Context: an optimization exercise on an open-source flow, tuned for small area, a short achievable clock period and few clock cycles. The choices shown serve that exercise and are no tape-out recipe. Function was checked by simulation only, so behaviour that the tests miss may differ from the original. Power is estimated from default activity; no workload was simulated.

job 9643:
## ls1u_subsys
module ls1u_subsys (
    input  logic                         clk,
    input  logic                         WAIT,
    input  logic                         int_req,
    input  logic [ls1u_pkg::ADDR_W-1:0]  ivec_addr,
    output logic                         in_isr,
    output logic [ls1u_pkg::ADDR_W-1:0]  iaddr,
    output logic [ls1u_pkg::ADDR_W-1:0]  iaddr_next,
    input  logic [ls1u_pkg::INSTR_W-1:0] instr,
    output logic                         st_valid,
    output logic [ls1u_pkg::ADDR_W-1:0]  st_addr,
    output logic [ls1u_pkg::DATA_W-1:0]  st_data
);
    logic [RAM_AW-1:0] raddr;
    logic [DATA_W-1:0] rdata;
    ls1u_core u_core (
        .clk        (clk),
        .WAIT       (WAIT),
        .int_req    (int_req),
        .ivec_addr  (ivec_addr),
        .in_isr     (in_isr),
        .iaddr      (iaddr),
        .iaddr_next (iaddr_next),
        .instr      (instr),
        .st_valid   (st_valid),
        .st_addr    (st_addr),
        .st_data    (st_data),
        .ram_raddr  (raddr),
        .ram_rdata  (rdata)
    );
    data_ram u_ram (
        .clk   (clk),
        .we    (st_valid),
        .waddr (st_addr[RAM_AW-1:0]),
        .wdata (st_data),
        .raddr (raddr),
        .rdata (rdata)
    );
endmodule
export LEC_CHECK = 0
export CAP_MARGIN = 20
export CORE_MARGIN = 2
export CORE_UTILIZATION = 50
export CTS_BUF_LIST = sky130_fd_sc_hd__clkbuf_16
export CTS_CLUSTER_DIAMETER = 75
export CTS_CLUSTER_SIZE = 30
export SETUP_SLACK_MARGIN = 5
export SLEW_MARGIN = 20
export SYNTH_HIERARCHICAL = 1
create_clock -name core_clock -period 10.0 [get_ports {clk}]
standard.sh (not shown) runs the stock make flow with config.mk's settings and CLKGATE_MAP_FILE= SYNTH_SCRIPT=/design/flow/synth_recipe.tcl, a recipe that flattens the netlist after the stock synthesis.
==> flow/flow/run.sh <==
#!/bin/bash
set -euo pipefail
export CTS_ARGS="-sink_clustering_enable -repair_clock_nets -sink_clustering_size 30 -sink_clustering_max_diameter 75 -buf_list sky130_fd_sc_hd__clkbuf_16 -dont_use_dummy_load"
bash standard.sh finish > standard_flow.log 2>&1
Testbench counts of job 9643, summed over its fixed seeds: cycles 7,711.
Input-level comparison between job 7327 and job 9643:
==> flow/run.sh (new file) <==
#!/bin/bash
# synth_recipe.tcl (not shown) runs the flow's synth.tcl, then flattens the netlist and writes it again
# the make line also repeats each setting of config.mk as NAME=value (left out here)
make -C /OpenROAD-flow-scripts/flow DESIGN_CONFIG=/design/flow/config.mk WORK_HOME=/design/flow/orfs CLKGATE_MAP_FILE= SYNTH_SCRIPT=/design/flow/synth_recipe.tcl finish
removed: flow/flow/run.sh
removed: flow/standard.sh
Findings:
- The final layout from job 7327, which completed every stage, passed the timing, design-rule and antenna checks at the end of the flow.
- Route | job 7327 vs job 9643 | wire longer in job 7327
- Going from job 9643 to job 7327, the portion of total power attributed to combinational logic was found to have gone down by 0.5 points.
- Of job 9643 and job 7327, job 9643 shows the higher transition time at the pin with the least slew margin, with job 7327 below it.
- Count of sequential standard cells came out exactly the same in job 9643 and job 7327.
- Job 9643 ended up with sky130_fd_sc_hd__nor3_4 as its slowest stage cell on the critical path; job 7327 ended up with sky130_fd_sc_hd__and4_4.
- Job 7327 vs. job 9643: relative area change from synthesis to final layout climbed 2.5 points, hold buffer count at CTS barely changed.
- Taking job 9643 as the reference, in job 7327 setup slack now larger; final critical delay including setup and external delays down 89 ps.
- Job 9643 was smaller in final cell area than job 7327.
- For combinational power, job 7327 and job 9643 come out practically identical.
- Total power: job 7327 above job 9643
Setup changes, job 7327 to job 4188
Settings: setting TNS_END_PERCENT to 0 for the first time.
Results
Job 4188 finished every stage and its layout cleared the timing, design-rule and antenna checks.
Looking at portion of total power attributed to the clock network, job 4188 sits 0.9 points below job 7327.
Job 7327 and job 4188 ended up with roughly the same total power after layout.
Compared with job 7327, in job 4188 routed wire length down 2.3%, final area down 0.0023 mm^2.
Job 4188 vs job 7327 — least setup slack across all paths after layout dropped 290 ps.
Looking at worst setup path startpoint, the u_core.a0[0] result is from job 4188; the instr[15] one comes from job 7327.
A startpoint-to-endpoint class of the critical path of flop to flop is what job 4188 shows, while primary input to output pin belongs to job 7327.
Against job 7327, top achievable clock speed in job 4188 fell by a few percent.
Taking job 7327 as the reference, in job 4188 count of different cell masters after synthesis did not really move, actual slew at the worst max-slew pin went up.
Number of register bits inferred by synthesis came out exactly the same in job 4188 and job 7327.
Job 4188 vs job 7327: clock period minus final worst setup slack up in job 4188
For job 9621, these inputs were changed with respect to job 4188:
Settings: swapping 20 for 10 in SLEW_MARGIN; swapping 20 for 10 in CAP_MARGIN; clearing TNS_END_PERCENT, which used to be 0.
Notes after the runs:
First-pass GRT wire length grows slightly when moving from job 4188 to job 9621. Layout buffer count excluding clock buffers, job 4188 and job 9621, lower one = job 4188. Worst voltage drop across the vdd grid (job 9621 over job 4188): decrease, 0.033 mV. The detailed-route vias per instance of job 9621 exceeds that of job 4188 by about 0.7%. Job 9621 ends up with a final critical-path share of the clock period that is 2.5 points lower than in job 4188. The total power of job 9621 was superior to that of job 4188.

[static timing again, ports no longer ideal]
No port has a modelled driver above. Below, the same layouts with a new extraction and two added sets of constraints. Step 1 assumes that a clkbuf_16 drives the clock port and a buf_2 every other input. Step 2 also shifts input and output timing later by t, the mid clock arrival at the registers, as if the neighbouring blocks saw the same clock. a / b / c = ideal ports / drivers / drivers and shift; a / b = the first two.
run | shift t [ns] | setup WS [ns] | worst slew at a driven data input, ns | cell pins on the clock port's net
job 9643 | 0.862 | 4.446 / 4.413 / 4.413 | 0.06 | 1
job 7327 | 0.889 | 4.534 / 4.498 / 4.426 | 0.07 | 1
job 4188 | 0.873 | 4.240 / 4.240 / 3.514 | 0.08 | 1
job 9621 | 0.883 | 4.487 / 4.402 / 4.408 | 0.06 | 1
After both steps every run listed still meets setup and hold. For job 4188, which loses most, drivers alone change the setup slack by 0.000 ns; drivers and shift together by -0.726 ns.
